What follows belongs to an exercise in optimizing a design on an open flow for small area; a production flow would make more cautious choices.
The RTL was checked by simulation tests, not by an equivalence proof against the original design.
Power and IR drop assume default switching activity.

==> 01-15: inputs <==
==> flow/design.v (excerpt) <==
module mips_core (
    input  wire        clk,
    input  wire        rst_n,
    input  wire        ins_valid,
    input  wire [31:0] ins,
    output logic       wb_en,
    output logic [4:0] wb_addr,
    output logic [31:0] wb_data,
    output logic       bad_ins
);
    logic       d_ok, d_writes, d_itype;
    logic [4:0] d_dest;
    decode_stage u_decode (
        .ins    (ins),
        .ok     (d_ok),
        .writes (d_writes),
        .i_ok   (d_itype),
        .dest   (d_dest)
    );
    logic        e_wen, e_itype;
    logic [2:0]  e_opc;
    logic [4:0]  e_rs, e_rt;
    logic [15:0] e_imm;
    logic [4:0]  e_dest;
    logic        hit_a, hit_b;       
    always_ff @(posedge clk) begin
        if (!rst_n) begin
            e_wen   <= 1'b0;
            bad_ins <= 1'b0;
        end else begin
            e_wen   <= ins_valid && d_writes && (d_dest != 5'd0);
            bad_ins <= ins_valid && !d_ok;
        end
    end
    always_ff @(posedge clk) begin
        e_itype <= d_itype;
        e_opc   <= ins[28:26];
        e_rs    <= (ins[31:26] == 6'b001111) ? 5'd0 : ins[25:21];
        hit_a   <= e_wen && (e_dest == ((ins[31:26] == 6'b001111) ? 5'd0 : ins[25:21]));
        hit_b   <= e_wen && (e_dest == ins[20:16]) && !d_itype;
        e_rt    <= ins[20:16];
        e_imm   <= ins[15:0];
    end
    logic [31:0] regs [1:31];
    logic [31:0] result, wd, ra, rb;
    logic        ovf, fwd_a, fwd_b;
    logic [31:1] we, sa_, sb_;
    logic [31:0] immx;
    logic        immx_lo_en;
    logic        rst_d;              
    assign e_dest = e_itype ? e_rt : e_imm[15:11];
    assign fwd_a  = wb_en && hit_a;
    assign fwd_b  = wb_en && hit_b;
    always_comb begin
        for (int i = 1; i < 32; i++) begin
            we[i]  = rst_d || (wb_en && wb_addr == 5'(i));
            sa_[i] = (e_rs == 5'(i)) && !fwd_a;
            sb_[i] = (e_rt == 5'(i)) && !e_itype && !fwd_b;
        end
    end
    always_ff @(posedge clk) begin
        for (int i = 1; i < 32; i++) begin
  ...
==> module mips_core, before the edit <==
module mips_core (
    input  wire        clk,
    input  wire        rst_n,
    input  wire        ins_valid,
    input  wire [31:0] ins,
    output logic       wb_en,
    output logic [4:0] wb_addr,
    output logic [31:0] wb_data,
    output logic       bad_ins
);
    logic       d_ok, d_writes, d_itype;
    logic [4:0] d_dest;
    decode_stage u_decode (
        .ins    (ins),
        .ok     (d_ok),
        .writes (d_writes),
        .i_ok   (d_itype),
        .dest   (d_dest)
    );
    logic        e_wen, e_itype;
    logic [2:0]  e_opc;
    logic [4:0]  e_rs, e_rt;
    logic [15:0] e_imm;
    logic [4:0]  e_dest;
    logic        hit_a, hit_b;       
    always_ff @(posedge clk) begin
        if (!rst_n) begin
            e_wen   <= 1'b0;
            bad_ins <= 1'b0;
        end else begin
            e_wen   <= ins_valid && d_writes && (d_dest != 5'd0);
            bad_ins <= ins_valid && !d_ok;
        end
    end
    always_ff @(posedge clk) begin
        e_itype <= d_itype;
        e_opc   <= ins[28:26];
        e_rs    <= (ins[31:26] == 6'b001111) ? 5'd0 : ins[25:21];
        hit_a   <= e_wen && (e_dest == ((ins[31:26] == 6'b001111) ? 5'd0 : ins[25:21]));
        hit_b   <= e_wen && (e_dest == ins[20:16]) && !d_itype;
        e_rt    <= ins[20:16];
        e_imm   <= ins[15:0];
    end
    logic [31:0] regs [1:31];
    logic [31:0] result, wd, ra, rb;
    logic        ovf, fwd_a, fwd_b;
    logic [31:1] we, sa_, sb_;
    logic [31:0] immx;
    logic        immx_lo_en;
    logic        rst_d;              
    assign e_dest = e_itype ? e_rt : e_imm[15:11];
    assign fwd_a  = wb_en && hit_a;
    assign fwd_b  = wb_en && hit_b;
    always_comb begin
        for (int i = 1; i < 32; i++) begin
            we[i]  = rst_d || (wb_en && wb_addr == 5'(i));
            sa_[i] = (e_rs == 5'(i)) && !fwd_a;
            sb_[i] = (e_rt == 5'(i)) && !e_itype && !fwd_b;
        end
    end
    always_ff @(posedge clk) begin
        for (int i = 1; i < 32; i++) begin
            if (we[i]) regs[i] <= wb_data;
        end
    end
    assign immx_lo_en = e_itype && (e_opc != 3'b111);
    always_comb begin
        immx[15:0] = e_imm;
        if (e_opc == 3'b111)    immx[31:16] = e_imm;
        else if (e_opc[2])      immx[31:16] = 16'h0000;
        else                    immx[31:16] = {16{e_imm[15]}};
    end
    genvar j, i;
    for (j = 0; j < 32; j++) begin : g_rd
        wire [30:0] col;
        for (i = 1; i < 32; i++) begin : g_col
            assign col[i-1] = regs[i][j];
        end
        rd_bit_a u_ra (.r(col), .s(sa_), .x(wb_data[j]), .xs(fwd_a), .y(ra[j]));
        rd_bit_b u_rb (.r(col), .s(sb_), .x(wb_data[j]), .xs(fwd_b),
                       .m(immx[j]), .ms((j < 16) ? immx_lo_en : e_itype), .y(rb[j]));
    end
    execute_stage u_execute (
        .itype  (e_itype),
        .opc    (e_opc),
        .imm    (e_imm),
        .a      (ra),
        .b      (rb),
        .zero   (!rst_n),
        .result (result),
        .ovf    (ovf)
    );
    always_ff @(posedge clk) begin
        if (!rst_n) wb_en <= 1'b0;
        else        wb_en <= e_wen && !ovf;
        rst_d <= !rst_n;
    end
    always_ff @(posedge clk) begin
        wb_addr <= e_dest;
        wb_data <= result;
    end
endmodule
clock: 7.0 ns
lec_check: 0
cap_margin: 10
core_margin: 2
core_utilization: 40
slew_margin: 10
synth_hierarchical: 1
synth_minimum_keep_size: 0
standard.sh (not shown) runs the stock make flow with config.mk's settings and CLKGATE_MAP_FILE= SYNTH_SCRIPT=/design/flow/synth_recipe.tcl, a recipe that flattens the netlist after the stock synthesis.
==> flow/flow/run.sh <==
#!/bin/bash
# Own flow: the standard layout (standard.sh, unchanged synthesis), with
# two layout options changed:
#  - clock tree synthesis without dummy loads: clkbuf_16 for the tree,
#    clkbuf_8 leaf buffers over clusters of at most 16 sinks
#  - port buffers from the smallest buffer cell
# The make output goes to flow_make.log; ORFS keeps each step's log under
# orfs/logs/.
set -euo pipefail
CTS="-sink_clustering_enable -repair_clock_nets -dont_use_dummy_load"
CTS="$CTS -buf_list {sky130_fd_sc_hd__clkbuf_8 sky130_fd_sc_hd__clkbuf_16}"
CTS="$CTS -root_buf sky130_fd_sc_hd__clkbuf_16 -tree_buf sky130_fd_sc_hd__clkbuf_16"
CTS="$CTS -sink_clustering_buffer sky130_fd_sc_hd__clkbuf_8"
CTS="$CTS -sink_clustering_size 16 -sink_clustering_max_diameter 70"
bash standard.sh "CTS_ARGS=$CTS" "BUFFER_PORTS_ARGS=-buffer_cell sky130_fd_sc_hd__buf_1" finish > flow_make.log 2>&1
==> 02-20 (differences from 01-15) <==
--- a/flow/design.v
+++ b/flow/design.v
@@ -233,5 +233,5 @@
     logic [15:0] e_imm;
     logic [4:0]  e_dest;
-    logic        hit_a, hit_b;       
+    logic        fwd_a, fwd_b;       
     always_ff @(posedge clk) begin
         if (!rst_n) begin
@@ -247,6 +247,4 @@
         e_opc   <= ins[28:26];
         e_rs    <= (ins[31:26] == 6'b001111) ? 5'd0 : ins[25:21];
-        hit_a   <= e_wen && (e_dest == ((ins[31:26] == 6'b001111) ? 5'd0 : ins[25:21]));
-        hit_b   <= e_wen && (e_dest == ins[20:16]) && !d_itype;
         e_rt    <= ins[20:16];
         e_imm   <= ins[15:0];
@@ -254,5 +252,5 @@
     logic [31:0] regs [1:31];
     logic [31:0] result, wd, ra, rb;
-    logic        ovf, fwd_a, fwd_b;
+    logic        ovf;
     logic [31:1] we, sa_, sb_;
     logic [31:0] immx;
@@ -260,6 +258,4 @@
     logic        rst_d;              
     assign e_dest = e_itype ? e_rt : e_imm[15:11];
-    assign fwd_a  = wb_en && hit_a;
-    assign fwd_b  = wb_en && hit_b;
     always_comb begin
         for (int i = 1; i < 32; i++) begin
@@ -304,4 +300,6 @@
         if (!rst_n) wb_en <= 1'b0;
         else        wb_en <= e_wen && !ovf;
+        fwd_a <= e_wen && !ovf && (e_dest == ((ins[31:26] == 6'b001111) ? 5'd0 : ins[25:21]));
+        fwd_b <= e_wen && !ovf && (e_dest == ins[20:16]) && !d_itype;
         rst_d <= !rst_n;
     end
==> 06-22 (differences from 01-15) <==
--- a/flow/design.v
+++ b/flow/design.v
@@ -233,5 +233,5 @@
     logic [15:0] e_imm;
     logic [4:0]  e_dest;
-    logic        hit_a, hit_b;       
+    logic        fwd_a, fwd_b;       
     always_ff @(posedge clk) begin
         if (!rst_n) begin
@@ -247,6 +247,4 @@
         e_opc   <= ins[28:26];
         e_rs    <= (ins[31:26] == 6'b001111) ? 5'd0 : ins[25:21];
-        hit_a   <= e_wen && (e_dest == ((ins[31:26] == 6'b001111) ? 5'd0 : ins[25:21]));
-        hit_b   <= e_wen && (e_dest == ins[20:16]) && !d_itype;
         e_rt    <= ins[20:16];
         e_imm   <= ins[15:0];
@@ -254,5 +252,5 @@
     logic [31:0] regs [1:31];
     logic [31:0] result, wd, ra, rb;
-    logic        ovf, fwd_a, fwd_b;
+    logic        ovf;
     logic [31:1] we, sa_, sb_;
     logic [31:0] immx;
@@ -260,6 +258,4 @@
     logic        rst_d;              
     assign e_dest = e_itype ? e_rt : e_imm[15:11];
-    assign fwd_a  = wb_en && hit_a;
-    assign fwd_b  = wb_en && hit_b;
     always_comb begin
         for (int i = 1; i < 32; i++) begin
@@ -304,4 +300,6 @@
         if (!rst_n) wb_en <= 1'b0;
         else        wb_en <= e_wen && !ovf;
+        fwd_a <= e_wen && !ovf && (e_dest == ((ins[31:26] == 6'b001111) ? 5'd0 : ins[25:21]));
+        fwd_b <= e_wen && !ovf && (e_dest == ins[20:16]) && !d_itype;
         rst_d <= !rst_n;
     end
CAP_MARGIN = 0   (was 10)
SLEW_MARGIN = 0   (was 10)
==> notes <==
- 01-15 ran to the end with no violations. 06-22 went through all stages and came out clean. 02-20 produced a clean layout.
- Between 06-22 and 01-15, the lower synthesized cell count is in 06-22 (gap 0.52%, measured against 01-15).
- Combinational power: 02-20 is lower than 01-15 (about 5%).
- Of 01-15 and 02-20, 01-15 has the higher final cell count (gap 1.4%, measured against 02-20).
- In final area, 02-20 and 06-22 do not differ.
- In clock power, 06-22 and 02-20 hardly differ.
- Flip-flop and latch count is the same in 02-20 and 06-22.
- Against 02-20, the clock skew of 01-15 is lower by 0.0085 ns.
==> figures <==
Outcome: 01-15 no timing/DRC/antenna violations; 06-22 no timing/DRC/antenna violations; 02-20 no timing/DRC/antenna violations
Dpl cell area: 01-15 0.0500 mm2; 06-22 0.0496 mm2; 02-20 0.0496 mm2
Power consumed by sequential cells: 01-15 9.04 mW; 06-22 9.03 mW; 02-20 9.03 mW
Share of final layout cell area taken by clock buffers and inverters: 01-15 2.29%; 06-22 2.34%; 02-20 2.34%
Overall power of the completed layout: 01-15 15.3 mW; 06-22 15.2 mW; 02-20 15.2 mW
Net count after synthesis: 01-15 2973; 06-22 2958; 02-20 2958
Met1 Resource Use GR: 01-15 40.6%; 06-22 38.5%; 02-20 38.5%
Longest individual stage delay on the worst path: 01-15 0.81 ns; 06-22 1.03 ns; 02-20 1.03 ns
Multi-input gates: 01-15 1764; 06-22 1753; 02-20 1753
Worst setup path startpoint: 01-15 wb_en; 06-22 e_itype; 02-20 e_itype
WL final: 01-15 180 mm; 06-22 172 mm; 02-20 172 mm
Synth Area in Simple Gates: 01-15 6.83%; 06-22 6.82%; 02-20 6.82%
Routed metal-1 wirelength: 01-15 65.6 mm; 06-22 64.2 mm; 02-20 64.2 mm
Number of placed instances, taps included: 01-15 4615; 06-22 4550; 02-20 4550
Non-clock inverter count in the final layout: 01-15 39; 06-22 35; 02-20 35
Clkbuf count: 01-15 78; 06-22 79; 02-20 79

-- re-timing with driven ports --
No port has a modelled driver above. Below, the same layouts with a new extraction and two added sets of constraints.
Step 1 (the two cells are an assumption about what drives the block):
set clk [get_ports {clk}]
set_driving_cell -lib_cell sky130_fd_sc_hd__clkbuf_16 $clk
set_driving_cell -lib_cell sky130_fd_sc_hd__buf_2 [delete_from_list [all_inputs] $clk]
Step 2 also shifts input and output timing later by t, the mid clock arrival at the registers, as if the neighbouring blocks saw the same clock.
Slacks: ideal ports / drivers / drivers and shift; pairs: ideal ports / drivers.
| run | t (ns) | setup WS [ns] | latest minus earliest clock arrival (ns) | worst register clock-pin slew, ns |
|---|---|---|---|---|
| 01-15 | 0.695 | 0.251 / 0.251 / 0.251 | 0.070 / 0.070 | 0.11 / 0.11 |
| 02-20 | 0.688 | 0.393 / 0.393 / 0.393 | 0.079 / 0.079 | 0.11 / 0.11 |
| 06-22 | 0.688 | 0.393 / 0.393 / 0.393 | 0.079 / 0.079 | 0.11 / 0.11 |
After both steps setup and hold are still met in every run listed.
